Source: an optimization exercise on an open RTL-to-GDS flow (aim: a short achievable clock period and few clock cycles). Production flows keep margins and buffers that such runs may drop.
In this exercise RTL edits were held to simulation tests only and were not proved equivalent to the original.
The clock port is modelled as an ideal driver; clocking choices that lean on that would not hold on a real chip.
Power is estimated from default activity; no workload was simulated.

==> design.v <==
`timescale 1ns / 1ps
`default_nettype none
package ille_pkg;
    localparam int CAPACITY = 64;
    localparam int DATA_W   = 32;
    localparam int SLOT_W   = $clog2(CAPACITY);
    localparam int CNT_W    = $clog2(CAPACITY + 1);
    typedef enum logic [1:0] {
        OP_READ     = 2'd0,
        OP_INS_HEAD = 2'd1,
        OP_INS_TAIL = 2'd2,
        OP_REMOVE   = 2'd3
    } op_t;
    localparam logic [1:0] ST_OK        = 2'd0;
    localparam logic [1:0] ST_BAD_INDEX = 2'd1;
    localparam logic [1:0] ST_FULL      = 2'd2;
    typedef struct packed {
        op_t                opcode;
        logic [15:0]        index;
        logic signed [31:0] value;
    } req_t;
    typedef struct packed {
        logic [1:0]         status;
        logic signed [31:0] read_value;
        logic [6:0]         list_count;
    } rsp_t;
    typedef struct packed {
        logic              en;
        logic [SLOT_W-1:0] addr;
        logic [SLOT_W-1:0] data;
    } link_wr_t;
endpackage
`default_nettype wire
`timescale 1ns / 1ps
`default_nettype none
module ille_ram #(
    parameter int DEPTH = 64,
    parameter int WIDTH = 32
) (
    input  wire logic                     clk,
    input  wire logic                     we,
    input  wire logic [$clog2(DEPTH)-1:0] waddr,
    input  wire logic [WIDTH-1:0]         wdata,
    input  wire logic [$clog2(DEPTH)-1:0] raddr,
    output logic      [WIDTH-1:0]         rdata
);
    logic [WIDTH-1:0] mem [DEPTH];
    always_ff @(posedge clk)
    begin
        if (we)
        begin
            mem[waddr] <= wdata;
        end
        rdata <= mem[raddr];
    end
endmodule
`default_nettype wire
`timescale 1ns / 1ps
`default_nettype none
module ille_link_mem (
    input  wire logic                     clk,
    input  wire logic                     rst_n,
    input  wire ille_pkg::link_wr_t       wr,
    input  wire logic [ille_pkg::SLOT_W-1:0] raddr,
    output logic      [ille_pkg::SLOT_W-1:0] rdata
);
    logic [ille_pkg::SLOT_W-1:0]   mem [ille_pkg::CAPACITY];
    logic [ille_pkg::CAPACITY-1:0] valid_reg;
    logic [ille_pkg::SLOT_W-1:0]   ram_q;
    logic [ille_pkg::SLOT_W-1:0]   addr_q;
    logic                valid_q;
    logic [ille_pkg::SLOT_W-1:0]   chain_next;
    always_ff @(posedge clk)
    begin
        if (wr.en)
        begin
            mem[wr.addr] <= wr.data;
        end
        ram_q  <= mem[raddr];
        addr_q <= raddr;
    end
    always_ff @(posedge clk or negedge rst_n)
    begin
        if (!rst_n)
        begin
            valid_reg <= '0;
            valid_q   <= 1'b0;
        end
        else
        begin
            if (wr.en)
            begin
                valid_reg[wr.addr] <= 1'b1;
            end
            valid_q <= valid_reg[raddr];
        end
    end
    assign chain_next = (addr_q == ille_pkg::SLOT_W'(ille_pkg::CAPACITY - 1)) ? '0 : addr_q + ille_pkg::SLOT_W'(1);
    assign rdata      = valid_q ? ram_q : chain_next;
endmodule
`default_nettype wire
`timescale 1ns / 1ps
`default_nettype none
module indexed_linked_list_engine (
    input  wire logic        clk,
    input  wire logic        rst_n,
    input  wire logic        req_valid,
    output logic             req_ready,
    input  wire logic [1:0]  req_opcode,
    input  wire logic [15:0] req_index,
    input  wire logic [31:0] req_value,
    output logic             rsp_valid,
    input  wire logic        rsp_ready,
    output logic [1:0]       rsp_status,
    output logic [31:0]      rsp_read_value,
    output logic [6:0]       rsp_list_count
);
    localparam int CAP  = ille_pkg::CAPACITY;
    localparam int DW   = ille_pkg::DATA_W;
    localparam int CW   = ille_pkg::CNT_W;
    localparam int QD   = 4;                  
    localparam int RW   = 2 + DW + CW;        
    logic            ready_q;
    logic            accept;
    logic            idx_small;
    logic [5:0]      idx6;
    logic            b_valid;
    logic            b_rd, b_insh, b_inst, b_rem;
    logic [CAP-1:0]  b_oh;        
    logic [CAP-1:0]  b_ge;        
    logic [DW-1:0]   b_val;
    logic [CAP-1:0]  oh_in;
    logic [CAP-1:0]  ge_in;
    assign accept    = req_valid && ready_q;
    assign idx_small = (req_index[15:6] == 10'd0);
    assign idx6      = req_index[5:0];
    always_comb
    begin
        for (int k = 0; k < CAP; k++)
        begin
            oh_in[k] = idx_small && (idx6 == 6'(k));
            ge_in[k] = idx_small && (6'(k) >= idx6);
        end
    end
    always_ff @(posedge clk or negedge rst_n)
    begin
        if (!rst_n)
        begin
            b_valid <= 1'b0;
            b_rd    <= 1'b0;
            b_insh  <= 1'b0;
            b_inst  <= 1'b0;
            b_rem   <= 1'b0;
            b_ge    <= '0;
        end
        else
        begin
            b_valid <= accept;
            b_rd    <= accept && (req_opcode == 2'd0);
            b_insh  <= accept && (req_opcode == 2'd1);
            b_inst  <= accept && (req_opcode == 2'd2);
            b_rem   <= accept && (req_opcode == 2'd3);
            b_ge    <= (accept && (req_opcode == 2'd3)) ? ge_in : '0;
        end
    end
    always_ff @(posedge clk)
    begin
        b_oh  <= oh_in;
        b_val <= req_value;
    end
    logic [CAP-1:0][DW-1:0] arr_q;
    logic [CAP-1:0]         t_q;      
    logic [CW-1:0]          n_q;
    logic                   full;
    logic                   in_range;
    logic                   inc, dec;
    logic                   shd;
    logic [CAP-1:0]         t_lo;     
    logic [CAP-1:0]         t_hi;     
    logic [CAP-1:0]         wt;       
    logic [DW-1:0]          rd_word;
    logic [CW-1:0]          n_next;
    assign full     = t_q[CAP-1];
    assign in_range = |(b_oh & t_q);
    assign inc      = (b_insh || b_inst) && !full;
    assign dec      = b_rem && in_range;
    assign shd      = b_insh && !full;
    assign t_lo     = {t_q[CAP-2:0], 1'b1};
    assign t_hi     = {1'b0, t_q[CAP-1:1]};
    assign wt       = {CAP{b_inst}} & t_lo & ~t_q;
    always_comb
    begin
        rd_word = '0;
        for (int k = 0; k < CAP; k++)
        begin
            rd_word = rd_word | (arr_q[k] & {DW{b_oh[k]}});
        end
    end
    always_comb
    begin
        if (inc)
            n_next = n_q + CW'(1);
        else if (dec)
            n_next = n_q - CW'(1);
        else
            n_next = n_q;
    end
    always_ff @(posedge clk)
    begin
        for (int k = 0; k < CAP; k++)
        begin
            if (shd)
                arr_q[k] <= (k == 0) ? b_val : arr_q[(k == 0) ? 0 : k - 1];
            else if (wt[k])
                arr_q[k] <= b_val;
            else if (b_ge[k])
                arr_q[k] <= arr_q[(k == CAP - 1) ? k : k + 1];
        end
    end
    always_ff @(posedge clk or negedge rst_n)
    begin
        if (!rst_n)
        begin
            t_q <= '0;
            n_q <= '0;
        end
        else
        begin
            if (inc)
                t_q <= t_lo;
            else if (dec)
                t_q <= t_hi;
            n_q <= n_next;
        end
    end
    logic            c_valid;
    logic [1:0]      c_status;
    logic [DW-1:0]   c_rval;
    logic [CW-1:0]   c_count;
    always_ff @(posedge clk or negedge rst_n)
    begin
        if (!rst_n)
            c_valid <= 1'b0;
        else
            c_valid <= b_valid;
    end
    always_ff @(posedge clk)
    begin
        if (b_rd || b_rem)
            c_status <= in_range ? ille_pkg::ST_OK : ille_pkg::ST_BAD_INDEX;
        else
            c_status <= full ? ille_pkg::ST_FULL : ille_pkg::ST_OK;
        if (b_rd)
            c_rval <= in_range ? rd_word : '1;
        else
            c_rval <= '0;
        c_count <= n_next;
    end
    logic [QD-1:0][RW-1:0] q_data;
    logic [QD-1:0]         q_v;
    logic [QD-1:0][RW-1:0] s_data;
    logic [QD-1:0]         s_v;
    logic [QD-1:0]         q_ins;
    logic                  take;
    logic [2:0]            occ_q;
    logic [2:0]            occ_next;
    assign take = q_v[0] && rsp_ready;
    always_comb
    begin
        for (int k = 0; k < QD; k++)
        begin
            if (take)
            begin
                s_v[k]    = (k == QD - 1) ? 1'b0 : q_v[(k == QD - 1) ? k : k + 1];
                s_data[k] = q_data[(k == QD - 1) ? k : k + 1];
            end
            else
            begin
                s_v[k]    = q_v[k];
                s_data[k] = q_data[k];
            end
        end
        for (int k = 0; k < QD; k++)
        begin
            q_ins[k] = c_valid && !s_v[k] && ((k == 0) ? 1'b1 : s_v[(k == 0) ? 0 : k - 1]);
        end
    end
    always_ff @(posedge clk)
    begin
        for (int k = 0; k < QD; k++)
        begin
            q_data[k] <= q_ins[k] ? {c_status, c_rval, c_count} : s_data[k];
        end
    end
    always_comb
    begin
        occ_next = occ_q;
        if (accept && !take)
            occ_next = occ_q + 3'd1;
        else if (!accept && take)
            occ_next = occ_q - 3'd1;
    end
    always_ff @(posedge clk or negedge rst_n)
    begin
        if (!rst_n)
        begin
            q_v     <= '0;
            occ_q   <= '0;
            ready_q <= 1'b1;
        end
        else
        begin
            q_v     <= s_v | q_ins;
            occ_q   <= occ_next;
            ready_q <= (occ_next < 3'(QD));
        end
    end
    assign req_ready      = ready_q;
    assign rsp_valid      = q_v[0];
    assign rsp_status     = q_data[0][RW-1 -: 2];
    assign rsp_read_value = q_data[0][CW +: DW];
    assign rsp_list_count = q_data[0][CW-1:0];
endmodule
`default_nettype wire
==> run.sh <==
#!/bin/bash
# synth_recipe.tcl (not shown) runs the flow's synth.tcl, then flattens the netlist and writes it again
# the make line also repeats each setting of config.mk as NAME=value (left out here)
make -C /OpenROAD-flow-scripts/flow DESIGN_CONFIG=/design/flow/config.mk WORK_HOME=/design/flow/orfs CLKGATE_MAP_FILE= SYNTH_SCRIPT=/design/flow/synth_recipe.tcl finish
==> config.mk <==
export PLATFORM = sky130hd
export DESIGN_NAME = indexed_linked_list_engine
export DESIGN_NICKNAME = indexed_linked_list_engine
export VERILOG_FILES = /design/flow/design.v
export SDC_FILE = /design/flow/constraint.sdc
export NUM_CORES = 4
export LEC_CHECK = 0
export CAP_MARGIN = 20
export CORE_MARGIN = 2
export CORE_UTILIZATION = 35
export PLACE_DENSITY = 0.55
export SLEW_MARGIN = 20
==> constraint.sdc <==
create_clock -name core_clock -period 6.5 [get_ports {clk}]
set_input_delay 1.3000 -clock core_clock [delete_from_list [all_inputs] [get_ports {clk}]]
set_output_delay 1.3000 -clock core_clock [all_outputs]
set_load 0.01 [all_outputs]
==> reports/qor.tcl, run 1 <==
set qor(cts_made_buffers) 294
set qor(skew_ps) 95.20
set qor(total_leakage_power_nw) 57.94
set qor(mappedNetlistNets) 12160
set qor(route.final.wire_length_um) 788100
set qor(holdPathEnd) {c_valid}
set qor(cpMaxStageDelayCell) {sky130_fd_sc_hd__nand2_4}
set qor(drt_drc_violations_left) 0
set qor(io_pins) 97
set qor(die-area_um2) 382100
set qor(crit_top_cell) {sky130_fd_sc_hd__buf_4}
set qor(synthCells) 12100
set qor(core_area_um2) 375500
set qor(net-switching-power_mw) 14.44
set qor(clk_transition_reported_paths_ps) 60
set qor(status) {complete, but fails checks}
set qor(so_faults) {antenna rules, capacitance limit, slew limit}
set qor(avg_inst_size_synth_um2) 10.91
set qor(rrSetupSlack_ps) 2290
set qor(gr-usage-all-layers_pct) 39.64
set qor(relSlewSlack_pct) -5.345
set qor(netlist_top_cells_area) {sky130_fd_sc_hd__edfxtp_1 (50%), sky130_fd_sc_hd__mux2i_1 (15%), sky130_fd_sc_hd__o21ai_0 (7.8%)}
set qor(dieWidth_um) 618.1
set qor(yosysWarningCount) 1
set qor(power_report.internal_total_mw) 30.78
set qor(clockPowerShare_pct) 36.8
set qor(cts_tree) {yes}
set qor(drt_pre_antenna_iters) 14
set qor(postCtsSetupBuffers) 0
set qor(synth_seq_cells) 2497
set qor(hold_path.startpoint) {b_valid}
set qor(cts_hold_buffers) 0
set qor(layout.filler_cells) 36430
set qor(worstPathArrival_ps) 4800
set qor(final.min_clock_period_ps) 4212
set qor(power.density_nw_per_um2) 307.6
set qor(p_seq_share_pct) 47.4
set qor(clock-sinks) 2497
set qor(placement_rows) 225
set qor(synth_top_cell_by_area) {sky130_fd_sc_hd__edfxtp_1}
set qor(clkLatencyLatePin_ps) 1030
set qor(grt_setup_unrepaired) {false}
set qor(whs_ps) 347.4
set qor(grt_start_max_net_pins) 293
set qor(synth.lib_cells_used.distinct) 59
set qor(cp_data_required_time_ps) 7090
set qor(comb_power_share_pct) 15.8
set qor(finalMaxSlewViolations) 24
set qor(port_buffers) 96
set qor(antenna_found_initial) 94
set qor(hold_viol) 0
set qor(total_area_of_multi_input_combinational_cells_um2) 54240
set qor(synth.cells.most_frequent) {sky130_fd_sc_hd__edfxtp_1 (2212), sky130_fd_sc_hd__nand2_1 (2094), sky130_fd_sc_hd__o21ai_0 (2061)}
set qor(min_period_over_period_pct) 64.80
set qor(regToRegEndpoint) {arr_q[774]}
set qor(start_util_pct) 35.15
set qor(cts_resized) 0
set qor(first_global_vias) 105100
set qor(die-height_um) 618.1
set qor(setup_viol_count_final) 0
set qor(synthArstFlopShare_pct) 5.927
set qor(detailedRoute.firstIterationViolations) 27480
set qor(final_cells) 16960
set qor(vdd_drop_max_mv) 0.2170
set qor(critical_r2r_launch) {t_q[63]}
set qor(type_of_the_worst_setup_path) {flip-flop to flip-flop}
set qor(power.switching_fraction_pct) 31.93
set qor(worst-r2r-cell-count) 5
set qor(area.sequential_um2) 73170
set qor(netlist_area_um2) 132000
set qor(synthMostInstantiatedCell) {sky130_fd_sc_hd__edfxtp_1}
set qor(cp_max_fo) 78
set qor(worst_slew_pin_slew_ps) 1575
set qor(hpwl_um) 447900
set qor(final_nets) 11600
set qor(worst_path_dominant_cell_family) {simple AND/OR/NAND/NOR gates}
set qor(timing.critical_path.from_type) {flip-flop}
set qor(grt_overflow_total) 0
set qor(area_growth_syn_to_layout_pct) 11.39
set qor(synth-edff-count) 2212
set qor(setup-tns-final_ps) 0
set qor(postSynth.topFlopCell) {sky130_fd_sc_hd__edfxtp_1}
set qor(post-route-util_pct) 39.15
set qor(share_of_final_layout_standard_cells_stronger_than_drive_strength_1_pct) 9.520
set qor(postLayoutCellArea_um2) 147000
set qor(grt_pass1_wl_um) 1013000
set qor(cts.path.max_buffers) 4
set qor(clock.fmax_mhz) 237.4
set qor(crit_chain) {nor2b_4 -> buf_4 -> nor2_1 -> nand2_4 -> buf_4}
set qor(detail-route-antenna-nets) 5
set qor(cts.root.buffer_cell) {sky130_fd_sc_hd__clkbuf_16}
set qor(via_per_inst) 7.187
set qor(htree_num_levels) 5
set qor(synth.top_cell.area_share_pct) 50.32
set qor(wire_per_inst_um) 46.47
set qor(holdPathStages) 0
set qor(critPathCaptureType) {flip-flop}
set qor(vias) 121900
set qor(yosysSeqAreaShare_pct) 55.20
set qor(placement.cell_area_um2) 137500
set qor(maxCapViolations) 1
set qor(placed_cells) 16240
set qor(replace_congestion) 1.007
set qor(worst_path_largest_cell_delay_ps) 940
set qor(worstPathBufferInverterCount) 2
set qor(worst_hold_path_type) {flip-flop to flip-flop}
## how the worst max path moves through the flow
stage,depth (start not counted),to,startpoint
CTS,5,arr_q[1155],t_q[63]
finish,5,arr_q[774],t_q[63]
detailed placement,9,b_ge[6],req_index[11]
global placement,9,b_ge[6],req_index[11]
global route,5,arr_q[423],t_q[63]
floorplan,2,q_data[0],c_valid
## cells by family (layout without fill, tap and decap cells)
| logic type | count (synthesis) | count (layout) | share of synthesized area [%] |
|---|---|---|---|
| AOI/OAI and AO/OA | 3339 | 3339 | 15.09 |
| xor gates and xnor gates | 5 | 5 | 0.03317 |
| adders and majority gates | 6 | 6 | 0.05687 |
| buffers and inverters | 1308 | 982 | 4.227 |
| DFF | 2497 | 2497 | 55.20 |
| muxes | 2171 | 2171 | 16.64 |
| other | 0 | 189 | 0 |
| and+or+nand+nor | 2775 | 2775 | 8.755 |
## cell type report
cell class / count / share of cell area, %
well taps: 4994 / 4.250
repair buffers: 434 / 2.566
inverters: 20 / 0.05106
flip-flops and latches: 2497 / 49.76
clock inverters: 106 / 0.5752
multi-input cells: 8296 / 36.89
clock buffers: 422 / 5.582
diodes: 189 / 0.3217
## power groups by stage
| stage | sequential (mW) | combinational, mW | clock (mW) |
|---|---|---|---|
| after floorplan | 20.8 | 3.81 | 0 |
| after global placement | 21.6 | 6.50 | 0 |
| after detailed placement | 21.6 | 6.67 | 0 |
| after CTS | 21.3 | 6.68 | 16.5 |
| after global routing | 21.5 | 7.18 | 17.0 |
| final | 21.4 | 7.14 | 16.7 |
## sequential cells by signal (all words and copies together) (netlist names)
signal and flops:
c_valid 1, b_valid 1, arr_q 2048, b_ge 63
ready_q 1, b_rd 1, b_rem 1, b_insh 1
occ_q 3, t_q 64, c_status 2, b_oh 64
n_q 7, c_rval 32, b_val 32, q_v 4
b_inst 1, q_data 164, c_count 7
## layout by cell type, fill, tap and decap left out, types with 8 or more instances in the layout
| cell type | count |
|---|---|
| sky130_fd_sc_hd__dfrtp_1 | 145 |
| sky130_fd_sc_hd__or3_1 | 8 |
| sky130_fd_sc_hd__nand2_8 | 8 |
| sky130_fd_sc_hd__a21oi_1 | 84 |
| sky130_fd_sc_hd__nor2_1 | 199 |
| sky130_fd_sc_hd__nand3b_1 | 64 |
| sky130_fd_sc_hd__a22oi_1 | 793 |
| sky130_fd_sc_hd__nand3_1 | 141 |
| sky130_fd_sc_hd__clkinv_2 | 36 |
| sky130_fd_sc_hd__a31oi_1 | 89 |
| sky130_fd_sc_hd__clkinv_1 | 43 |
| sky130_fd_sc_hd__mux2i_1 | 1984 |
| sky130_fd_sc_hd__edfxtp_1 | 2212 |
| sky130_fd_sc_hd__dfxtp_4 | 71 |
| sky130_fd_sc_hd__clkbuf_8 | 20 |
| sky130_fd_sc_hd__diode_2 | 189 |
| sky130_fd_sc_hd__nor4_1 | 68 |
| sky130_fd_sc_hd__nand4_1 | 133 |
| sky130_fd_sc_hd__nand2_1 | 2029 |
| sky130_fd_sc_hd__a31oi_2 | 11 |
| sky130_fd_sc_hd__dfxtp_1 | 41 |
| sky130_fd_sc_hd__nand2_4 | 56 |
| sky130_fd_sc_hd__buf_12 | 20 |
| sky130_fd_sc_hd__o21ai_0 | 2060 |
| sky130_fd_sc_hd__nor3_1 | 19 |
| sky130_fd_sc_hd__clkdlybuf4s50_1 | 95 |
| sky130_fd_sc_hd__mux2_2 | 187 |
| sky130_fd_sc_hd__inv_1 | 18 |
| sky130_fd_sc_hd__clkbuf_1 | 100 |
| sky130_fd_sc_hd__clkbuf_16 | 302 |
| sky130_fd_sc_hd__a21oi_2 | 10 |
| sky130_fd_sc_hd__buf_4 | 316 |
| sky130_fd_sc_hd__a221oi_1 | 132 |
| sky130_fd_sc_hd__a22o_1 | 132 |
| sky130_fd_sc_hd__dfxtp_2 | 25 |
## metrics by stage
step	worst slack, ps	power (mW)
2_1_floorplan	2618	24.57
3_3_place_gp	1767	28.10
3_5_place_dp	1931	28.29
4_1_cts	2576	44.43
5_1_grt	2412	45.69
6_report	2288	45.22
## routing by layer
metal / GRT usage [%] / share of wire, % / wire [um] / up-vias
met1: 47.39 / 34 / 268800 / 59350
met3: 19.76 / 17 / 133200 / 4197
met5: 3.232 / 0.14 / 1115 / -
met4: 32.68 / 9.9 / 78150 / 42
met2: 52.50 / 39 / 306900 / 13930
li1: - / - / - / 44350
Testbench counts, summed over its fixed seeds: cycles 12,024.
==> run 2: changes to the inputs <==
--- a/config.mk
+++ b/config.mk
@@ -7,2 +7,3 @@
 export LEC_CHECK = 0
+export ABC_CLOCK_PERIOD_IN_PS = 2000
 export CAP_MARGIN = 20
@@ -11,2 +12,4 @@
 export PLACE_DENSITY = 0.55
+export SETUP_SLACK_MARGIN = 4.4
 export SLEW_MARGIN = 20
+export TNS_END_PERCENT = 100
==> run 2 against run 1 <==
The run now fails in global routing. Synthesized cell count did not move. Synthesized area stayed put.
==> reports/qor.tcl, run 2 <==
set qor(status) {stopped before the end}
set qor(failed_stage) {global routing}
set qor(flow.first_error) {[ERROR GRT-0232] Routing congestion too high. Check the congestion heatmap in the GUI.}
set qor(postSynth.topFlopCell) {sky130_fd_sc_hd__edfxtp_1}
set qor(yosysSeqAreaShare_pct) 55.20 ;# unchanged
set qor(avg_inst_size_synth_um2) 10.91 ;# unchanged
set qor(synth_top_cell_by_area) {sky130_fd_sc_hd__edfxtp_1}
set qor(dp_worst_setup_slack_ps) 2329 ;# +398.5 ps
set qor(die-height_um) 618.1 ;# unchanged
set qor(synth.lib_cells_used.distinct) 59 ;# unchanged
set qor(start_util_pct) 35.15 ;# unchanged
set qor(netlist_area_um2) 132000 ;# unchanged
set qor(grt_overflow_total) 8
set qor(gr-usage-all-layers_pct) 55.98
set qor(placement_rows) 225 ;# unchanged
set qor(synthMostInstantiatedCell) {sky130_fd_sc_hd__edfxtp_1}
set qor(grt_start_max_net_pins) 120
set qor(cts.root.buffer_cell) {sky130_fd_sc_hd__clkbuf_16}
set qor(yosysWarningCount) 1 ;# unchanged
set qor(placement.cell_area_um2) 137900 ;# +0.28%
set qor(synth-edff-count) 2212 ;# unchanged
set qor(synthCells) 12100 ;# unchanged
set qor(synth_seq_cells) 2497 ;# unchanged
set qor(cts_made_buffers) 301 ;# +2.4%
set qor(synthArstFlopShare_pct) 5.927 ;# unchanged
set qor(io_pins) 97 ;# unchanged
set qor(hpwl_um) 457500 ;# +2.1%
set qor(dieWidth_um) 618.1 ;# unchanged
set qor(netlist_top_cells_area) {sky130_fd_sc_hd__edfxtp_1 (50%), sky130_fd_sc_hd__mux2i_1 (15%), sky130_fd_sc_hd__o21ai_0 (7.8%)}
set qor(synth.cells.most_frequent) {sky130_fd_sc_hd__edfxtp_1 (2212), sky130_fd_sc_hd__nand2_1 (2094), sky130_fd_sc_hd__o21ai_0 (2061)}
set qor(placed_cells) 16260 ;# +0.12%
set qor(replace_congestion) 1.009 ;# +0.20%
set qor(port_buffers) 96 ;# unchanged
set qor(cts_hold_buffers) 0 ;# unchanged
set qor(cts.path.max_buffers) 4 ;# unchanged
set qor(htree_num_levels) 5 ;# unchanged
set qor(clock-sinks) 2497 ;# unchanged
set qor(synth.top_cell.area_share_pct) 50.32 ;# unchanged
set qor(mappedNetlistNets) 12160 ;# unchanged
run 2: cell counts after synthesis:
Identical to the previous run, type by type.
run 2: how the worst max path moves through the flow:
| stage | to | cells past startpoint |
|---|---|---|
| global placement | q_data[100] | 6 |
| floorplan | b_ge[6] | 8 |
| detailed placement | b_ge[10] | 9 |
| CTS | req_ready | 1 |
run 2: metal layers:
metal | overflow | global-route usage (%)
met1 | 0 | 55.21
met5 | 8 | 34.70
met4 | 0 | 54.94
met3 | 0 | 48.52
met2 | 0 | 65.21
run 2: kinds of logic after synthesis:
| family | count (synthesis) | synth area share, % |
|---|---|---|
| AO/OA/AOI/OAI | 3339 | 15.09 |
| AND/OR/NAND/NOR | 2775 | 8.755 |
| flip-flops | 2497 | 55.20 |
| multiplexers | 2171 | 16.64 |
| buffers and inverters | 1308 | 4.227 |
| adder cells (fa/ha/maj) | 6 | 0.05687 |
| XOR/XNOR | 5 | 0.03317 |
run 2: repair_timing:
item / CTS
setup endpoints to repair: 4659
setup buffers: 969
gates resized for setup: 4013
pin swaps: 575
gates cloned: 455
run 2: power by group through the flow:
| stage | Combinational [mW] | Clock, mW | Sequential, mW |
|---|---|---|---|
| 2_1_floorplan | 4.11 | 0 | 20.7 |
| 3_3_place_gp | 6.66 | 0 | 21.7 |
| 3_5_place_dp | 6.82 | 0 | 21.7 |
| 4_1_cts | 10.6 | 17.3 | 21.4 |
==> run 3: changes to the inputs <==
--- a/design.v
+++ b/design.v
@@ -120,3 +120,3 @@
     localparam int CW   = ille_pkg::CNT_W;
-    localparam int QD   = 4;                  
+    localparam int QD   = 5;                  
     localparam int RW   = 2 + DW + CW;        
@@ -126,9 +126,9 @@
     logic [5:0]      idx6;
-    logic            b_valid;
-    logic            b_rd, b_insh, b_inst, b_rem;
-    logic [CAP-1:0]  b_oh;        
-    logic [CAP-1:0]  b_ge;        
-    logic [DW-1:0]   b_val;
     logic [CAP-1:0]  oh_in;
     logic [CAP-1:0]  ge_in;
+    logic            a_valid;
+    logic            a_rd, a_insh, a_inst, a_rem;
+    logic [CAP-1:0]  a_oh;        
+    logic [CAP-1:0]  a_ge;        
+    logic [DW-1:0]   a_val;
     assign accept    = req_valid && ready_q;
@@ -148,8 +148,7 @@
         begin
-            b_valid <= 1'b0;
-            b_rd    <= 1'b0;
-            b_insh  <= 1'b0;
-            b_inst  <= 1'b0;
-            b_rem   <= 1'b0;
-            b_ge    <= '0;
+            a_valid <= 1'b0;
+            a_rd    <= 1'b0;
+            a_insh  <= 1'b0;
+            a_inst  <= 1'b0;
+            a_rem   <= 1'b0;
         end
@@ -157,8 +156,7 @@
         begin
-            b_valid <= accept;
-            b_rd    <= accept && (req_opcode == 2'd0);
-            b_insh  <= accept && (req_opcode == 2'd1);
-            b_inst  <= accept && (req_opcode == 2'd2);
-            b_rem   <= accept && (req_opcode == 2'd3);
-            b_ge    <= (accept && (req_opcode == 2'd3)) ? ge_in : '0;
+            a_valid <= accept;
+            a_rd    <= accept && (req_opcode == 2'd0);
+            a_insh  <= accept && (req_opcode == 2'd1);
+            a_inst  <= accept && (req_opcode == 2'd2);
+            a_rem   <= accept && (req_opcode == 2'd3);
         end
@@ -167,33 +165,20 @@
     begin
-        b_oh  <= oh_in;
-        b_val <= req_value;
-    end
-    logic [CAP-1:0][DW-1:0] arr_q;
-    logic [CAP-1:0]         t_q;      
-    logic [CW-1:0]          n_q;
-    logic                   full;
-    logic                   in_range;
-    logic                   inc, dec;
-    logic                   shd;
-    logic [CAP-1:0]         t_lo;     
-    logic [CAP-1:0]         t_hi;     
-    logic [CAP-1:0]         wt;       
-    logic [DW-1:0]          rd_word;
-    logic [CW-1:0]          n_next;
+        a_oh  <= oh_in;
+        a_ge  <= (accept && (req_opcode == 2'd3)) ? ge_in : '0;
+        a_val <= req_value;
+    end
+    logic [CAP-1:0]  t_q;         
+    logic [CW-1:0]   n_q;
+    logic            full;
+    logic            in_range;
+    logic            inc, dec;
+    logic [CAP-1:0]  t_lo;        
+    logic [CAP-1:0]  t_hi;        
+    logic [CW-1:0]   n_next;
     assign full     = t_q[CAP-1];
-    assign in_range = |(b_oh & t_q);
-    assign inc      = (b_insh || b_inst) && !full;
-    assign dec      = b_rem && in_range;
-    assign shd      = b_insh && !full;
+    assign in_range = |(a_oh & t_q);
+    assign inc      = (a_insh || a_inst) && !full;
+    assign dec      = a_rem && in_range;
     assign t_lo     = {t_q[CAP-2:0], 1'b1};
     assign t_hi     = {1'b0, t_q[CAP-1:1]};
-    assign wt       = {CAP{b_inst}} & t_lo & ~t_q;
-    always_comb
-    begin
-        rd_word = '0;
-        for (int k = 0; k < CAP; k++)
-        begin
-            rd_word = rd_word | (arr_q[k] & {DW{b_oh[k]}});
-        end
-    end
     always_comb
@@ -207,14 +192,2 @@
     end
-    always_ff @(posedge clk)
-    begin
-        for (int k = 0; k < CAP; k++)
-        begin
-            if (shd)
-                arr_q[k] <= (k == 0) ? b_val : arr_q[(k == 0) ? 0 : k - 1];
-            else if (wt[k])
-                arr_q[k] <= b_val;
-            else if (b_ge[k])
-                arr_q[k] <= arr_q[(k == CAP - 1) ? k : k + 1];
-        end
-    end
     always_ff @(posedge clk or negedge rst_n)
@@ -235,6 +208,56 @@
     end
+    logic            b_valid;
+    logic [CAP-1:0]  b_down;      
+    logic [CAP-1:0]  b_tail;      
+    logic [CAP-1:0]  b_up;        
+    logic [CAP-1:0]  b_rsel;      
+    logic            b_rdbad;     
+    logic [DW-1:0]   b_val;
+    logic [1:0]      b_status;
+    logic [CW-1:0]   b_count;
+    always_ff @(posedge clk or negedge rst_n)
+    begin
+        if (!rst_n)
+            b_valid <= 1'b0;
+        else
+            b_valid <= a_valid;
+    end
+    always_ff @(posedge clk)
+    begin
+        b_down  <= {CAP{a_insh && !full}} & t_lo;
+        b_tail  <= {CAP{a_inst}} & t_lo & ~t_q;
+        b_up    <= a_ge & t_q;
+        b_rsel  <= {CAP{a_rd}} & a_oh;
+        b_rdbad <= a_rd && !in_range;
+        b_val   <= a_val;
+        if (a_rd || a_rem)
+            b_status <= in_range ? ille_pkg::ST_OK : ille_pkg::ST_BAD_INDEX;
+        else
+            b_status <= full ? ille_pkg::ST_FULL : ille_pkg::ST_OK;
+        b_count <= n_next;
+    end
+    logic [CAP-1:0][DW-1:0] arr_q;
+    logic [DW-1:0]          rd_word;
+    always_comb
+    begin
+        rd_word = '0;
+        for (int k = 0; k < CAP; k++)
+        begin
+            rd_word = rd_word | (arr_q[k] & {DW{b_rsel[k]}});
+        end
+    end
+    always_ff @(posedge clk)
+    begin
+        for (int k = 0; k < CAP; k++)
+        begin
+            if (b_down[k])
+                arr_q[k] <= (k == 0) ? b_val : arr_q[(k == 0) ? 0 : k - 1];
+            else if (b_tail[k])
+                arr_q[k] <= b_val;
+            else if (b_up[k])
+                arr_q[k] <= arr_q[(k == CAP - 1) ? k : k + 1];
+        end
+    end
     logic            c_valid;
-    logic [1:0]      c_status;
-    logic [DW-1:0]   c_rval;
-    logic [CW-1:0]   c_count;
+    logic [RW-1:0]   c_rsp;
     always_ff @(posedge clk or negedge rst_n)
@@ -248,11 +271,3 @@
     begin
-        if (b_rd || b_rem)
-            c_status <= in_range ? ille_pkg::ST_OK : ille_pkg::ST_BAD_INDEX;
-        else
-            c_status <= full ? ille_pkg::ST_FULL : ille_pkg::ST_OK;
-        if (b_rd)
-            c_rval <= in_range ? rd_word : '1;
-        else
-            c_rval <= '0;
-        c_count <= n_next;
+        c_rsp <= {b_status, (b_rdbad ? {DW{1'b1}} : rd_word), b_count};
     end
@@ -291,3 +306,3 @@
         begin
-            q_data[k] <= q_ins[k] ? {c_status, c_rval, c_count} : s_data[k];
+            q_data[k] <= q_ins[k] ? c_rsp : s_data[k];
         end
--- a/config.mk
+++ b/config.mk
@@ -7,8 +7,8 @@
 export LEC_CHECK = 0
-export ABC_CLOCK_PERIOD_IN_PS = 2000
+export ABC_CLOCK_PERIOD_IN_PS = 1800
 export CAP_MARGIN = 20
 export CORE_MARGIN = 2
-export CORE_UTILIZATION = 35
-export PLACE_DENSITY = 0.55
-export SETUP_SLACK_MARGIN = 4.4
+export CORE_UTILIZATION = 55
+export PLACE_DENSITY = 0.65
+export SETUP_SLACK_MARGIN = 4.5
 export SLEW_MARGIN = 20
==> run 3 against run 2 <==
The run again fails in global routing. Synthesized cell count grew 4.1%. Synthesized area is 6.1% higher.
==> reports/qor.tcl, run 3 <==
set qor(status) {stopped before the end}
set qor(failed_stage) {global routing}
set qor(flow.first_error) {[ERROR GRT-0232] Routing congestion too high. Check the congestion heatmap in the GUI.}
set qor(cts.path.max_buffers) 4 ;# unchanged
set qor(gr-usage-all-layers_pct) 78.72
set qor(synth_seq_cells) 2837 ;# +14%
set qor(cts_made_buffers) 326 ;# +8.3%
set qor(io_pins) 97 ;# unchanged
set qor(hpwl_um) 518300 ;# +13%
set qor(netlist_top_cells_area) {sky130_fd_sc_hd__edfxtp_1 (48%), sky130_fd_sc_hd__mux2i_1 (14%), sky130_fd_sc_hd__o21ai_0 (7.2%)}
set qor(yosysSeqAreaShare_pct) 56.98 ;# +1.8 points
set qor(synth.lib_cells_used.distinct) 67 ;# +14%
set qor(replace_congestion) 1.199 ;# +19%
set qor(synth.cells.most_frequent) {sky130_fd_sc_hd__edfxtp_1 (2253), sky130_fd_sc_hd__nand2_1 (2151), sky130_fd_sc_hd__o21ai_0 (2002)}
set qor(yosysWarningCount) 1 ;# unchanged
set qor(avg_inst_size_synth_um2) 11.12 ;# +1.9%
set qor(dp_worst_setup_slack_ps) 2243 ;# -86.84 ps
set qor(synth.top_cell.area_share_pct) 48.32 ;# -2.0 points
set qor(synthCells) 12600 ;# +4.1%
set qor(cts_hold_buffers) 0 ;# unchanged
set qor(synth-edff-count) 2253 ;# +1.9%
set qor(synthArstFlopShare_pct) 3.067 ;# -2.9 points
set qor(grt_start_max_net_pins) 67
set qor(clock-sinks) 2837 ;# +14%
set qor(synthMostInstantiatedCell) {sky130_fd_sc_hd__edfxtp_1}
set qor(synth_top_cell_by_area) {sky130_fd_sc_hd__edfxtp_1}
set qor(placement_rows) 185 ;# -18%
set qor(port_buffers) 96 ;# unchanged
set qor(mappedNetlistNets) 12650 ;# +4.0%
set qor(htree_num_levels) 5 ;# unchanged
set qor(dieWidth_um) 508.6 ;# -18%
set qor(start_util_pct) 55.19 ;# +20 points
set qor(postSynth.topFlopCell) {sky130_fd_sc_hd__edfxtp_1}
set qor(die-height_um) 508.6 ;# -18%
set qor(cts.root.buffer_cell) {sky130_fd_sc_hd__clkbuf_16}
set qor(grt_overflow_total) 4
set qor(netlist_area_um2) 140000 ;# +6.1%
run 3: stage by stage:
stage	instance area (um2)	cells	util (%)
after CTS	164900	16340	65.01
after floorplan	140900	12600	-
after global placement	144500	15130	56.97
after detailed placement	144600	15130	56.99
run 3: cell families after synthesis:
| family | synth area share [%] |
|---|---|
| AO/OA/AOI/OAI | 14.17 |
| multiplexers | 16.02 |
| adder cells (fa/ha/maj) | 0.03574 |
| flip-flops | 56.98 |
| XOR/XNOR | 0.05004 |
| buffers and inverters | 3.568 |
| AND/OR/NAND/NOR | 9.182 |
run 3: metal layers:
metal  GRT overflow  track usage (%)
met4              1            70.97
met1              1            81.59
met3              0            71.61
met5              1            59.61
met2              1            86.35
run 3: power by group through the flow:
stage / Combinational [mW] / Clock, mW / Sequential, mW
4_1_cts: 3.79 / 18.1 / 21.3
3_5_place_dp: 3.09 / 0 / 21.8
3_3_place_gp: 3.00 / 0 / 21.8
2_1_floorplan: 2.34 / 0 / 21.3
run 3: timing repair:
item,in CTS
cloned,38
resized for setup,955
endpoints found under the setup margin,3448
pin swaps,230
buffers inserted,587
run 3: how the worst min path moves through the flow:
stage	from	end	slack, ps	depth (start not counted)
floorplan	a_val[0]	b_val[0]	310	0
global placement	b_count[6]	c_rsp[6]	310	0
detailed placement	a_val[4]	b_val[4]	310	0
CTS	rst_n	t_q[49]	150	1
Testbench counts of run 3, summed over its fixed seeds: cycles 12,032.
==> run 4: changes to the inputs <==
--- a/design.v
+++ b/design.v
@@ -119,4 +119,5 @@
     localparam int DW   = ille_pkg::DATA_W;
+    localparam int SW   = ille_pkg::SLOT_W;
     localparam int CW   = ille_pkg::CNT_W;
-    localparam int QD   = 5;                  
+    localparam int QD   = 6;                  
     localparam int RW   = 2 + DW + CW;        
@@ -169,4 +170,5 @@
     end
-    logic [CAP-1:0]  t_q;         
-    logic [CW-1:0]   n_q;
+    logic [CAP-1:0]          t_q;         
+    logic [CW-1:0]           n_q;
+    logic [CAP-1:0][SW-1:0]  pos_q;
     logic            full;
@@ -174,2 +176,3 @@
     logic            inc, dec;
+    logic            insh_ok, inst_ok;
     logic [CAP-1:0]  t_lo;        
@@ -177,5 +180,10 @@
     logic [CW-1:0]   n_next;
+    logic [SW-1:0]   pos_i;       
+    logic [CAP-1:0]  from_prev;   
+    logic [CAP-1:0]  from_last;   
     assign full     = t_q[CAP-1];
     assign in_range = |(a_oh & t_q);
-    assign inc      = (a_insh || a_inst) && !full;
+    assign insh_ok  = a_insh && !full;
+    assign inst_ok  = a_inst && !full;
+    assign inc      = insh_ok || inst_ok;
     assign dec      = a_rem && in_range;
@@ -185,2 +193,18 @@
     begin
+        pos_i = '0;
+        for (int k = 0; k < CAP; k++)
+        begin
+            pos_i = pos_i | (pos_q[k] & {SW{a_oh[k]}});
+        end
+    end
+    always_comb
+    begin
+        for (int k = 0; k < CAP; k++)
+        begin
+            from_prev[k] = (k != 0) && (insh_ok || (inst_ok && !t_lo[k]));
+            from_last[k] = ((k == 0) && insh_ok) || (inst_ok && t_lo[k] && !t_q[k]);
+        end
+    end
+    always_comb
+    begin
         if (inc)
@@ -198,2 +222,6 @@
             n_q <= '0;
+            for (int k = 0; k < CAP; k++)
+            begin
+                pos_q[k] <= SW'(k);
+            end
         end
@@ -206,2 +234,11 @@
             n_q <= n_next;
+            for (int k = 0; k < CAP; k++)
+            begin
+                if (from_prev[k])
+                    pos_q[k] <= pos_q[(k == 0) ? 0 : k - 1];
+                else if (from_last[k])
+                    pos_q[k] <= pos_q[CAP-1];
+                else if (a_ge[k])
+                    pos_q[k] <= (k == CAP - 1) ? pos_i : pos_q[(k == CAP - 1) ? k : k + 1];
+            end
         end
@@ -209,7 +246,7 @@
     logic            b_valid;
-    logic [CAP-1:0]  b_down;      
-    logic [CAP-1:0]  b_tail;      
-    logic [CAP-1:0]  b_up;        
-    logic [CAP-1:0]  b_rsel;      
-    logic            b_rdbad;     
+    logic            b_we;
+    logic [SW-1:0]   b_wslot;
+    logic            b_rd;
+    logic [SW-1:0]   b_rslot;
+    logic            b_rdbad;
     logic [DW-1:0]   b_val;
@@ -220,5 +257,13 @@
         if (!rst_n)
+        begin
             b_valid <= 1'b0;
+            b_we    <= 1'b0;
+            b_rd    <= 1'b0;
+        end
         else
+        begin
             b_valid <= a_valid;
+            b_we    <= inc;
+            b_rd    <= a_rd;
+        end
     end
@@ -226,6 +271,4 @@
     begin
-        b_down  <= {CAP{a_insh && !full}} & t_lo;
-        b_tail  <= {CAP{a_inst}} & t_lo & ~t_q;
-        b_up    <= a_ge & t_q;
-        b_rsel  <= {CAP{a_rd}} & a_oh;
+        b_wslot <= pos_q[CAP-1];
+        b_rslot <= pos_i;
         b_rdbad <= a_rd && !in_range;
@@ -238,12 +281,23 @@
     end
-    logic [CAP-1:0][DW-1:0] arr_q;
-    logic [DW-1:0]          rd_word;
-    always_comb
+    logic [CAP-1:0][DW-1:0] mem_q;
+    always_ff @(posedge clk)
     begin
-        rd_word = '0;
         for (int k = 0; k < CAP; k++)
         begin
-            rd_word = rd_word | (arr_q[k] & {DW{b_rsel[k]}});
+            if (b_we && (b_wslot == SW'(k)))
+                mem_q[k] <= b_val;
         end
     end
+    logic            c_valid;
+    logic [CAP-1:0]  c_rsel;
+    logic            c_rdbad;
+    logic [1:0]      c_status;
+    logic [CW-1:0]   c_count;
+    always_ff @(posedge clk or negedge rst_n)
+    begin
+        if (!rst_n)
+            c_valid <= 1'b0;
+        else
+            c_valid <= b_valid;
+    end
     always_ff @(posedge clk)
@@ -252,12 +306,19 @@
         begin
-            if (b_down[k])
-                arr_q[k] <= (k == 0) ? b_val : arr_q[(k == 0) ? 0 : k - 1];
-            else if (b_tail[k])
-                arr_q[k] <= b_val;
-            else if (b_up[k])
-                arr_q[k] <= arr_q[(k == CAP - 1) ? k : k + 1];
+            c_rsel[k] <= b_rd && (b_rslot == SW'(k));
         end
+        c_rdbad  <= b_rdbad;
+        c_status <= b_status;
+        c_count  <= b_count;
     end
-    logic            c_valid;
-    logic [RW-1:0]   c_rsp;
+    logic [DW-1:0]   rd_word;
+    always_comb
+    begin
+        rd_word = '0;
+        for (int k = 0; k < CAP; k++)
+        begin
+            rd_word = rd_word | (mem_q[k] & {DW{c_rsel[k]}});
+        end
+    end
+    logic            d_valid;
+    logic [RW-1:0]   d_rsp;
     always_ff @(posedge clk or negedge rst_n)
@@ -265,5 +326,5 @@
         if (!rst_n)
-            c_valid <= 1'b0;
+            d_valid <= 1'b0;
         else
-            c_valid <= b_valid;
+            d_valid <= c_valid;
     end
@@ -271,3 +332,3 @@
     begin
-        c_rsp <= {b_status, (b_rdbad ? {DW{1'b1}} : rd_word), b_count};
+        d_rsp <= {c_status, (c_rdbad ? {DW{1'b1}} : rd_word), c_count};
     end
@@ -299,3 +360,3 @@
         begin
-            q_ins[k] = c_valid && !s_v[k] && ((k == 0) ? 1'b1 : s_v[(k == 0) ? 0 : k - 1]);
+            q_ins[k] = d_valid && !s_v[k] && ((k == 0) ? 1'b1 : s_v[(k == 0) ? 0 : k - 1]);
         end
@@ -306,3 +367,3 @@
         begin
-            q_data[k] <= q_ins[k] ? c_rsp : s_data[k];
+            q_data[k] <= q_ins[k] ? d_rsp : s_data[k];
         end
--- a/config.mk
+++ b/config.mk
@@ -7,8 +7,8 @@
 export LEC_CHECK = 0
-export ABC_CLOCK_PERIOD_IN_PS = 1800
+export ABC_CLOCK_PERIOD_IN_PS = 2000
 export CAP_MARGIN = 20
 export CORE_MARGIN = 2
-export CORE_UTILIZATION = 55
-export PLACE_DENSITY = 0.65
-export SETUP_SLACK_MARGIN = 4.5
+export CORE_UTILIZATION = 40
+export PLACE_DENSITY = 0.6
+export SETUP_SLACK_MARGIN = 4.0
 export SLEW_MARGIN = 20
==> run 4 against run 3 <==
The run now finishes clean. Synthesized cell count fell by 31%. Synthesized area is 14% lower.
==> reports/qor.tcl, run 4 <==
set qor(finalMaxSlewViolations) 0
set qor(drt_pre_antenna_iters) 9
set qor(hpwl_um) 326800 ;# -37%
set qor(via_per_inst) 6.837
set qor(synth.area.mux_share_pct) 2.082 ;# -14 points
set qor(vias) 91460
set qor(synth_xor_xnor_area_share_pct) 0.05086 ;# +0.00081 points
set qor(synthMostInstantiatedCell) {sky130_fd_sc_hd__edfxtp_1}
set qor(gr-usage-all-layers_pct) 35.96
set qor(hold_viol) 0
set qor(cts.root.buffer_cell) {sky130_fd_sc_hd__clkbuf_16}
set qor(setup_viol_count_final) 0
set qor(worst_path_largest_cell_delay_ps) 580
set qor(min_period_over_period_pct) 45.07
set qor(synth-adder-area-share_pct) 0.06227 ;# +0.027 points
set qor(relSlewSlack_pct) 20.76
set qor(avg_inst_size_synth_um2) 13.93 ;# +25%
set qor(postSynth.topFlopCell) {sky130_fd_sc_hd__edfxtp_1}
set qor(layout.cells.most_common_list) {sky130_fd_sc_hd__edfxtp_1 (2294), sky130_fd_sc_hd__nor2_1 (997), sky130_fd_sc_hd__a21oi_1 (777)}
set qor(netlist_top_cells_area) {sky130_fd_sc_hd__edfxtp_1 (57%), sky130_fd_sc_hd__dfrtp_1 (5.9%), sky130_fd_sc_hd__dfxtp_1 (5.5%)}
set qor(globalRouteMet2Util_pct) 50.45
set qor(clock.fmax_mhz) 341.4
set qor(drt_drc_violations_left) 0
set qor(share_of_final_layout_standard_cells_stronger_than_drive_strength_1_pct) 22.14
set qor(skew_ps) 88.05
set qor(synth-edff-count) 2294 ;# +1.8%
set qor(registers.top_by_ff_count) {mem_q}
set qor(worst_hold_path_type) {flip-flop to flip-flop}
set qor(start_util_pct) 40.22 ;# -15 points
set qor(clkLatencyLatePin_ps) 980
set qor(grt_overflow_total) 0
set qor(die-area_um2) 305800
set qor(die-height_um) 553.0 ;# +8.7%
set qor(final.min_clock_period_ps) 2930
set qor(setup-tns-final_ps) 0
set qor(hold_path.startpoint) {a_val[15]}
set qor(biggestRegsByFlops) {mem_q x2048, pos_q x384, q_data x246}
set qor(synthSimpleGateAreaFrac_pct) 6.728 ;# -2.5 points
set qor(detailedRoute.firstIterationViolations) 16900
set qor(layout.filler_cells) 25510
set qor(clock-sinks) 3098 ;# +9.2%
set qor(dp_worst_setup_slack_ps) 2101 ;# -141.6 ps
set qor(cts_made_buffers) 331 ;# +1.5%
set qor(gr-usage-met3_pct) 12.11
set qor(grt_start_max_net_pins) 141
set qor(type_of_the_worst_setup_path) {flip-flop to output port}
set qor(grt_setup_unrepaired) {true}
set qor(placed_cells) 12350 ;# -18%
set qor(grt.met1_usage_pct) 46.92
set qor(yosysSeqAreaShare_pct) 72.66 ;# +16 points
set qor(total_leakage_power_nw) 51.72
set qor(io_pins) 97 ;# unchanged
set qor(final_cells) 13380
set qor(largest_reg_flops) 2048
set qor(cts_hold_buffers) 0 ;# unchanged
set qor(worst_path_dominant_cell_family) {flip-flops}
set qor(antenna_found_initial) 66
set qor(yosysWarningCount) 1 ;# unchanged
set qor(synthArstFlopShare_pct) 15.33 ;# +12 points
set qor(synthCells) 8655 ;# -31%
set qor(port_buffers) 96 ;# unchanged
set qor(core_area_um2) 299800
set qor(timing.critical_path.from_type) {flip-flop}
set qor(cts.path.max_buffers) 4 ;# unchanged
set qor(replace_congestion) 1.066 ;# -11%
set qor(layout_setup_ws_ps) 3571
set qor(route.final.wire_length_um) 570100
set qor(combinational_family_with_the_most_area_after_synthesis) {compound AO/OA/AOI/OAI gates}
set qor(cp_max_fo) 3
set qor(critPathCaptureType) {output port}
set qor(area_growth_syn_to_layout_pct) 20.19
set qor(cp_data_required_time_ps) 5200
set qor(synth.cells.most_frequent) {sky130_fd_sc_hd__edfxtp_1 (2294), sky130_fd_sc_hd__nor2_1 (1081), sky130_fd_sc_hd__a21oi_1 (784)}
set qor(final_common_cell) {sky130_fd_sc_hd__edfxtp_1}
set qor(synth_compound_area_share_pct) 15.21 ;# +1.0 points
set qor(timing.critical_path.from) {ready_q}
set qor(detail-route-antenna-nets) 0
set qor(wire_per_inst_um) 42.61
set qor(grt_pass1_wl_um) 745900
set qor(first_global_vias) 82410
set qor(maxCapViolations) 0
set qor(critical_r2r_launch) {a_oh[27]}
set qor(synth.lib_cells_used.distinct) 59 ;# -12%
set qor(mappedNetlistNets) 8715 ;# -31%
set qor(final_nets) 9133
set qor(synth_seq_cells) 3098 ;# +9.2%
set qor(netlist_area_um2) 120600 ;# -14%
set qor(placement_rows) 201 ;# +8.6%
set qor(power.density_nw_per_um2) 366.2
set qor(cpMaxStageDelayCell) {sky130_fd_sc_hd__dfstp_2}
set qor(dieWidth_um) 553.0 ;# +8.7%
set qor(worstPathArrival_ps) 1630
set qor(clk_transition_reported_paths_ps) 60
set qor(htree_num_levels) 5 ;# unchanged
set qor(vdd_drop_max_mv) 0.2090
set qor(worst_slew_pin_slew_ps) 1189
set qor(cts_tree) {yes}
set qor(worstPathBufferInverterCount) 1
set qor(crit_chain) {buf_6}
set qor(most_utilized_layer_in_the_global_route_result) {met2}
set qor(synth.top_cell.area_share_pct) 57.14 ;# +8.8 points
set qor(synth_top_cell_by_area) {sky130_fd_sc_hd__edfxtp_1}
set qor(status) {timing/DRC/antenna clean}
run 4: changes by cell type after synthesis, sizes merged, moves of 132 or more:
cell and change:
a21oi +657, inv +373, dfstp +192, dfxtp -168, a211oi +361, o21ai -1952
mux2i -1965, nand2 -2041, dfrtp +196, and2 -132, buf -292, nor2 +904
clkbuf -386
run 4: repair_timing:
| action | CTS | global route |
|---|---|---|
| setup endpoints to repair | 2381 | 804 |
| pin swaps | 207 | 91 |
| buffers inserted | 216 | 76 |
| resized for setup | 846 | 254 |
| gates cloned | 49 | 7 |
run 4: path summary, 6_finish.rpt:
| check | end | slack (ps) | cells past startpoint |
|---|---|---|---|
| hold / removal | b_val[15] | 320 | 0 |
| hold reg to reg | b_val[15] | 320 | 0 |
| min in group asynchronous | pos_q[206] | 350 | 1 |
| setup reg to reg | t_q[33] | 3620 | 8 |
| setup / recovery | req_ready | 3570 | 1 |
| max in group asynchronous | t_q[29] | 4660 | 2 |
run 4: kinds of logic (layout without fill, tap and decap cells):
group	count (synthesis)	in the layout
and+or+nand+nor	1778	1794
AOI/OAI and AO/OA	2566	2570
muxes	225	225
buffers and inverters	975	1652
xor gates and xnor gates	7	7
other	0	68
adders and majority gates	6	6
DFF	3098	3098
run 4: final cells by class:
class / instances / area [um2] / area share [%]
sequential: 3098 / 87970 / 60.71
multi-input combinational: 4602 / 31830 / 21.97
clock buffer: 458 / 9191 / 6.343
timing repair buffer: 649 / 7818 / 5.395
tap: 3958 / 4952 / 3.418
clock inverter: 154 / 1490 / 1.028
inverter: 391 / 1475 / 1.018
antenna: 68 / 170.2 / 0.1174
run 4: layer usage:
metal  vias to the layer above  part of all wire [%]
li1                      34670                     -
met1                     46080                    35
met5                         -                 0.058
met2                      8602                    41
met3                      2081                    16
met4                        32                   8.4
run 4: report_power, final:
group / switching [mW] / leakage [nW] / internal [mW] / total, mW
Sequential: 4.79 / 28.7 / 24.1 / 28.9
Clock: 8.13 / 5.24 / 10.8 / 18.9
Combinational: 3.22 / 17.7 / 2.08 / 5.30
run 4: through the flow:
| stage | power (mW) | hold slack (ps) | cell area, um2 | util [%] |
|---|---|---|---|---|
| 2_1_floorplan | 29.33 | 309.6 | 120900 | - |
| 3_3_place_gp | 33.56 | 309.8 | 126600 | 42.23 |
| 3_5_place_dp | 33.76 | 313.5 | 126800 | 42.30 |
| 4_1_cts | 52.51 | 328.2 | 142900 | 47.67 |
| 5_1_grt | 54.15 | 332.0 | 144800 | 48.31 |
| 6_report | 53.07 | 320.8 | 144900 | 48.34 |
Testbench counts of run 4, summed over its fixed seeds: cycles 12,040.
==> run 5: changes to the inputs <==
--- a/design.v
+++ b/design.v
@@ -123,3 +123,3 @@
     localparam int RW   = 2 + DW + CW;        
-    logic            ready_q;
+    logic            busy_q;      
     logic            accept;
@@ -132,5 +132,7 @@
     logic [CAP-1:0]  a_oh;        
+    logic            a_small;     
+    logic [5:0]      a_idx;
     logic [CAP-1:0]  a_ge;        
     logic [DW-1:0]   a_val;
-    assign accept    = req_valid && ready_q;
+    assign accept    = req_valid && !busy_q;
     assign idx_small = (req_index[15:6] == 10'd0);
@@ -167,2 +169,4 @@
         a_oh  <= oh_in;
+        a_small <= idx_small;
+        a_idx <= idx6;
         a_ge  <= (accept && (req_opcode == 2'd3)) ? ge_in : '0;
@@ -184,3 +188,3 @@
     assign full     = t_q[CAP-1];
-    assign in_range = |(a_oh & t_q);
+    assign in_range = a_small && ({1'b0, a_idx} < n_q);
     assign insh_ok  = a_insh && !full;
@@ -312,13 +316,23 @@
     end
-    logic [DW-1:0]   rd_word;
+    localparam int RG = 4;
+    localparam int GS = CAP / RG;
+    logic [RG-1:0][DW-1:0] rd_part;
     always_comb
     begin
-        rd_word = '0;
-        for (int k = 0; k < CAP; k++)
+        for (int g = 0; g < RG; g++)
         begin
-            rd_word = rd_word | (mem_q[k] & {DW{c_rsel[k]}});
+            rd_part[g] = '0;
+            for (int k = g * GS; k < (g + 1) * GS; k++)
+            begin
+                rd_part[g] = rd_part[g] | (mem_q[k] & {DW{c_rsel[k]}});
+            end
         end
     end
-    logic            d_valid;
-    logic [RW-1:0]   d_rsp;
+    logic                  d_valid;
+    logic [RG-1:0][DW-1:0] d_part;
+    logic                  d_rdbad;
+    logic [1:0]            d_status;
+    logic [CW-1:0]         d_count;
+    logic [DW-1:0]         d_word;
+    logic [RW-1:0]         d_rsp;
     always_ff @(posedge clk or negedge rst_n)
@@ -332,9 +346,22 @@
     begin
-        d_rsp <= {c_status, (c_rdbad ? {DW{1'b1}} : rd_word), c_count};
+        d_part   <= rd_part;
+        d_rdbad  <= c_rdbad;
+        d_status <= c_status;
+        d_count  <= c_count;
     end
-    logic [QD-1:0][RW-1:0] q_data;
-    logic [QD-1:0]         q_v;
-    logic [QD-1:0][RW-1:0] s_data;
-    logic [QD-1:0]         s_v;
-    logic [QD-1:0]         q_ins;
+    always_comb
+    begin
+        d_word = d_rdbad ? {DW{1'b1}} : '0;
+        for (int g = 0; g < RG; g++)
+        begin
+            d_word = d_word | d_part[g];
+        end
+    end
+    assign d_rsp = {d_status, d_word, d_count};
+    localparam int FD = 8;
+    logic [FD-1:0][RW-1:0] f_mem;
+    logic [2:0]            f_wp, f_rp;
+    logic [3:0]            f_cnt;
+    logic [RW-1:0]         out_q;
+    logic                  out_v;
     logic                  take;
@@ -342,22 +369,11 @@
     logic [2:0]            occ_next;
-    assign take = q_v[0] && rsp_ready;
+    logic [RW-1:0]         head_stay;    
+    logic [RW-1:0]         head_next;    
+    assign take = out_v && rsp_ready;
+    logic [2:0]            f_rp1;        
+    assign f_rp1 = f_rp + 3'd1;
     always_comb
     begin
-        for (int k = 0; k < QD; k++)
-        begin
-            if (take)
-            begin
-                s_v[k]    = (k == QD - 1) ? 1'b0 : q_v[(k == QD - 1) ? k : k + 1];
-                s_data[k] = q_data[(k == QD - 1) ? k : k + 1];
-            end
-            else
-            begin
-                s_v[k]    = q_v[k];
-                s_data[k] = q_data[k];
-            end
-        end
-        for (int k = 0; k < QD; k++)
-        begin
-            q_ins[k] = d_valid && !s_v[k] && ((k == 0) ? 1'b1 : s_v[(k == 0) ? 0 : k - 1]);
-        end
+        head_stay = (d_valid && (f_wp == f_rp)) ? d_rsp : f_mem[f_rp];
+        head_next = (d_valid && (f_wp == f_rp1)) ? d_rsp : f_mem[f_rp1];
     end
@@ -365,5 +381,23 @@
     begin
-        for (int k = 0; k < QD; k++)
+        if (d_valid)
+            f_mem[f_wp] <= d_rsp;
+        out_q <= take ? head_next : head_stay;
+    end
+    always_ff @(posedge clk or negedge rst_n)
+    begin
+        if (!rst_n)
+        begin
+            f_wp  <= '0;
+            f_rp  <= '0;
+            f_cnt <= '0;
+            out_v <= 1'b0;
+        end
+        else
         begin
-            q_data[k] <= q_ins[k] ? d_rsp : s_data[k];
+            if (d_valid)
+                f_wp <= f_wp + 3'd1;
+            if (take)
+                f_rp <= f_rp1;
+            f_cnt <= f_cnt + 4'(d_valid) - 4'(take);
+            out_v <= (f_cnt + 4'(d_valid) - 4'(take)) != 4'd0;
         end
@@ -382,5 +416,4 @@
         begin
-            q_v     <= '0;
-            occ_q   <= '0;
-            ready_q <= 1'b1;
+            occ_q  <= '0;
+            busy_q <= 1'b0;
         end
@@ -388,12 +421,11 @@
         begin
-            q_v     <= s_v | q_ins;
-            occ_q   <= occ_next;
-            ready_q <= (occ_next < 3'(QD));
+            occ_q  <= occ_next;
+            busy_q <= (occ_next >= 3'(QD));
         end
     end
-    assign req_ready      = ready_q;
-    assign rsp_valid      = q_v[0];
-    assign rsp_status     = q_data[0][RW-1 -: 2];
-    assign rsp_read_value = q_data[0][CW +: DW];
-    assign rsp_list_count = q_data[0][CW-1:0];
+    assign req_ready      = !busy_q;
+    assign rsp_valid      = out_v;
+    assign rsp_status     = out_q[RW-1 -: 2];
+    assign rsp_read_value = out_q[CW +: DW];
+    assign rsp_list_count = out_q[CW-1:0];
 endmodule
==> flow/run.sh (new file) <==
#!/bin/bash
# Own layout flow: the standard flow (standard.sh, unchanged synthesis), with
#  - port buffers that start as buf_8 rather than the smallest buffer, and a resizer free to pick
#    any buffer size (not only the same footprint);
#  - the clock tree's top level rebuilt after TritonCTS (flow/clock_root.tcl): the clock port
#    drives four quadrant buffers directly instead of one root buffer.
# make's output goes to flow_make.log; each ORFS step's own log is under orfs/logs.
set -euo pipefail
here="$(cd "$(dirname "${BASH_SOURCE[0]}")" && pwd)"
export BUFFER_PORTS_ARGS="-buffer_cell sky130_fd_sc_hd__buf_8"
export CTS_ARGS="-sink_clustering_enable -repair_clock_nets -buf_list sky130_fd_sc_hd__clkbuf_16"
export PRE_CTS_TCL="$here/pre_cts.tcl"
bash standard.sh MATCH_CELL_FOOTPRINT=0 ${LOCAL_TARGETS:-finish} > flow_make.log 2>&1
==> flow/clock_root.tcl (new file) <==
proc clock_root_by_quadrant {} {
  set block [ord::get_db_block]
  set clknet [$block findNet clk]
  set loads [$clknet getITerms]
  if {[llength $loads] != 1} { puts "clock_root: clk has [llength $loads] loads, left as is"; return }
  set root [[lindex $loads 0] getInst]
  set rootout ""
  foreach it [$root getITerms] { if {[$it isOutputSignal]} { set rootout [$it getNet] } }
  set mids {}
  foreach it [$rootout getITerms] {
    if {[$it getInst] ne $root} {
      if {![$it isInputSignal]} { puts "clock_root: odd pin on root net, left as is"; return }
      lappend mids [$it getInst]
    }
  }
  if {[llength $mids] < 1} { return }
  # Centre of the first-level buffers.
  set cx 0; set cy 0
  foreach m $mids { set l [$m getLocation]; set cx [expr {$cx + [lindex $l 0]}]; set cy [expr {$cy + [lindex $l 1]}] }
  set cx [expr {$cx / [llength $mids]}]; set cy [expr {$cy / [llength $mids]}]
  array set grp {}
  foreach m $mids {
    set l [$m getLocation]
    set q [expr {([lindex $l 0] >= $cx ? 1 : 0) + ([lindex $l 1] >= $cy ? 2 : 0)}]
    lappend grp($q) $m
  }
  # Detach the root.
  foreach it [$rootout getITerms] { $it disconnect }
  [lindex $loads 0] disconnect
  odb::dbInst_destroy $root
  odb::dbNet_destroy $rootout
  foreach q [array names grp] {
    set ms $grp($q)
    set keep [lindex $ms 0]
    set keepout ""
    foreach it [$keep getITerms] { if {[$it isOutputSignal]} { set keepout [$it getNet] } }
    foreach m [lrange $ms 1 end] {
      set mout ""
      set min ""
      foreach it [$m getITerms] {
        if {[$it isOutputSignal]} { set mout [$it getNet] } elseif {[$it isInputSignal]} { set min $it }
      }
      foreach it [$mout getITerms] {
        if {[$it getInst] ne $m} { $it disconnect; $it connect $keepout }
      }
      foreach it [$m getITerms] { $it disconnect }
      odb::dbInst_destroy $m
      odb::dbNet_destroy $mout
    }
    # Place the kept buffer at the centre of its loads.
    set sx 0; set sy 0; set n 0
    foreach it [$keepout getITerms] {
      if {[$it getInst] ne $keep} {
        set l [[$it getInst] getLocation]
        set sx [expr {$sx + [lindex $l 0]}]; set sy [expr {$sy + [lindex $l 1]}]; incr n
      }
    }
    if {$n > 0} { $keep setLocation [expr {$sx / $n}] [expr {$sy / $n}] }
    foreach it [$keep getITerms] { if {[$it isInputSignal]} { $it connect $clknet } }
    puts "clock_root: [$keep getName] drives $n pins"
  }
  puts "clock_root: port drives [llength [$clknet getITerms]] pins"
}
==> flow/pre_cts.tcl (new file) <==
# Runs before ORFS's CTS step: wraps clock_tree_synthesis so that the tree's top level is rebuilt
# (clock_root.tcl) right after TritonCTS, before the step's placement legalisation and repair.
source [file join [file dirname [info script]] clock_root.tcl]
if {[llength [info commands orig_clock_tree_synthesis]] == 0} {
  rename clock_tree_synthesis orig_clock_tree_synthesis
  proc clock_tree_synthesis {args} {
    orig_clock_tree_synthesis {*}$args
    clock_root_by_quadrant
  }
}
==> standard.sh (new file) <==
#!/bin/bash
# synth_recipe.tcl (not shown) runs the flow's synth.tcl, then flattens the netlist and writes it again
# the make line also repeats each setting of config.mk as NAME=value (left out here)
make -C /OpenROAD-flow-scripts/flow DESIGN_CONFIG=/design/flow/config.mk WORK_HOME=/design/flow/orfs CLKGATE_MAP_FILE= SYNTH_SCRIPT=/design/flow/synth_recipe.tcl "${@:-finish}"
--- a/config.mk
+++ b/config.mk
@@ -10,5 +10,5 @@
 export CORE_MARGIN = 2
-export CORE_UTILIZATION = 40
-export PLACE_DENSITY = 0.6
-export SETUP_SLACK_MARGIN = 4.0
+export CORE_UTILIZATION = 60
+export PLACE_DENSITY = 0.7
+export SETUP_SLACK_MARGIN = 4.2
 export SLEW_MARGIN = 20
removed: run.sh
==> run 5 against run 4 <==
Still clean. Maximum frequency increased by 18%. First-iteration DRC count fell by 21%. Core utilization up 21 points. Synthesized area rose by 10%. Sequential share of layout area is 0.16 points higher. Count of clock-buffer cells in the layout is 117 lower. Register-to-register slack better by 410 ps. Global-route usage rose by 4.1 points. Combinational power increased to 2.5 times the previous value. Synthesized cell count up 12%. Die area decreased by 27%. Critical path type is now input port to flip-flop. Largest power group unchanged.
==> reports/qor.tcl, run 5 <==
set qor(status) {timing/DRC/antenna clean}
set qor(detail-route-antenna-nets) 0 ;# unchanged
set qor(layout_setup_ws_ps) 4010 ;# +439.6 ps
set qor(cts_made_buffers) 346 ;# +4.5%
set qor(netlist_area_um2) 132600 ;# +10%
set qor(antenna_found_initial) 39 ;# -41%
set qor(clk_transition_reported_paths_ps) 60 ;# about the same
set qor(largest_reg_flops) 2048 ;# unchanged
set qor(detailedRoute.firstIterationViolations) 13310 ;# -21%
set qor(replace_congestion) 1.119 ;# +4.9%
set qor(synth_seq_cells) 3330 ;# +7.5%
set qor(postLayoutCellArea_um2) 153400 ;# +5.9%
set qor(total_leakage_power_nw) 54.58 ;# +5.5%
set qor(yosysSeqAreaShare_pct) 70.22 ;# -2.4 points
set qor(synth_top_cell_by_area) {sky130_fd_sc_hd__edfxtp_1}
set qor(layout.cells.most_common_list) {sky130_fd_sc_hd__edfxtp_1 (2376), sky130_fd_sc_hd__nor2_1 (1048), sky130_fd_sc_hd__a21oi_1 (895)}
set qor(clock-sinks) 3330 ;# +7.5%
set qor(synthCells) 9675 ;# +12%
set qor(hpwl_um) 260000 ;# -20%
set qor(final.min_clock_period_ps) 2490 ;# -439.6 ps
set qor(start_util_pct) 60.33 ;# +20 points
set qor(final_common_cell) {sky130_fd_sc_hd__edfxtp_1}
set qor(hold_path.startpoint) {a_val[31]}
set qor(cp_data_required_time_ps) 7010 ;# +1810 ps
set qor(synth.top_cell.area_share_pct) 53.82 ;# -3.3 points
set qor(timing.critical_path.from) {rsp_ready}
set qor(clkLatencyLatePin_ps) 670 ;# -310 ps
set qor(hold_viol) 0 ;# unchanged
set qor(worstPathBufferInverterCount) 5 ;# +4
set qor(worst_path_largest_cell_delay_ps) 500 ;# -80 ps
set qor(route.final.wire_length_um) 463400 ;# -19%
set qor(setup-tns-final_ps) 0 ;# unchanged
set qor(worstPathArrival_ps) 3000 ;# +1370 ps
set qor(netlist_top_cells_area) {sky130_fd_sc_hd__edfxtp_1 (54%), sky130_fd_sc_hd__dfxtp_1 (7.2%), sky130_fd_sc_hd__dfrtp_1 (5.4%)}
set qor(grt_setup_unrepaired) {true}
set qor(drt_pre_antenna_iters) 9 ;# unchanged
set qor(wire_per_inst_um) 35.34 ;# -17%
set qor(area_growth_syn_to_layout_pct) 15.71
set qor(cpMaxStageDelayCell) {sky130_fd_sc_hd__fa_1}
set qor(synthArstFlopShare_pct) 14.41 ;# -0.92 points
set qor(rrSetupSlack_ps) 4030 ;# +410 ps
set qor(post-route-util_pct) 69.81 ;# +21 points
set qor(port_buffers) 96 ;# unchanged
set qor(p_total_mw) 62.89 ;# +19%
set qor(endpoint) {out_v}
set qor(synthMostInstantiatedCell) {sky130_fd_sc_hd__edfxtp_1}
set qor(vdd_drop_max_mv) 0.3465 ;# +66%
set qor(final_nets) 9918 ;# +8.6%
set qor(timing.critical_path.from_type) {input port}
run 5: logic make-up after synthesis:
group / share of synthesized area (%)
AO/OA/AOI/OAI: 16.07
XOR/XNOR: 0.1689
adder cells (fa/ha/maj): 0.1755
buffers and inverters: 3.263
flip-flops: 70.22
multiplexers: 3.478
AND/OR/NAND/NOR: 6.623
run 5: worst min path at each step:
| stage | end | slack, ps | depth (start not counted) |
|---|---|---|---|
| 6_report | b_val[31] | 310 | 0 |
| 5_1_grt | b_val[31] | 320 | 0 |
| 4_1_cts | d_count[3] | 310 | 0 |
| 3_5_place_dp | b_val[8] | 310 | 0 |
| 3_3_place_gp | b_val[28] | 310 | 0 |
| 2_1_floorplan | b_val[0] | 310 | 0 |
run 5: area by class of cell:
cell class / instances / area, um2 / area share [%]
inverter: 449 / 1707 / 1.113
tap: 2958 / 3701 / 2.413
multi-input combinational: 5260 / 38580 / 25.15
antenna: 38 / 95.09 / 0.06199
clock inverter: 264 / 1908 / 1.244
sequential: 3330 / 93390 / 60.88
clock buffer: 341 / 8533 / 5.563
timing repair buffer: 472 / 5489 / 3.578
run 5: worst register-to-register path: stages (launching register included):
cell and delay, ps:
sky130_fd_sc_hd__dfxtp_2 430, sky130_fd_sc_hd__a22o_1 300, sky130_fd_sc_hd__a221oi_2 470, sky130_fd_sc_hd__nand4_1 390, sky130_fd_sc_hd__nor4_4 390, sky130_fd_sc_hd__buf_4 200
sky130_fd_sc_hd__a221oi_1 120
run 5: repair_timing:
item                                    in CTS  in global routing
cloned                                      20                 23
resized for setup                          405                279
buffers inserted                            86                 64
pin swaps                                   36                 76
endpoints found under the setup margin    2597               2381
run 5: layer usage:
layer  up-vias  part of all wire (%)  GRT usage, %
li1      38010                     -             -
met1     46500                    35         52.63
met2      6684                    45         61.58
met3      1489                    12         8.515
met4        22                   7.3         24.44
met5         -                 0.058             0
run 5: report_power, final:
part / switching [mW] / total (mW) / internal [mW]
combinational: 7.73 / 13.4 / 5.69
sequential: 4.63 / 30.8 / 26.2
clock: 8.02 / 18.6 / 10.6
Testbench counts of run 5, summed over its fixed seeds: cycles 12,040.
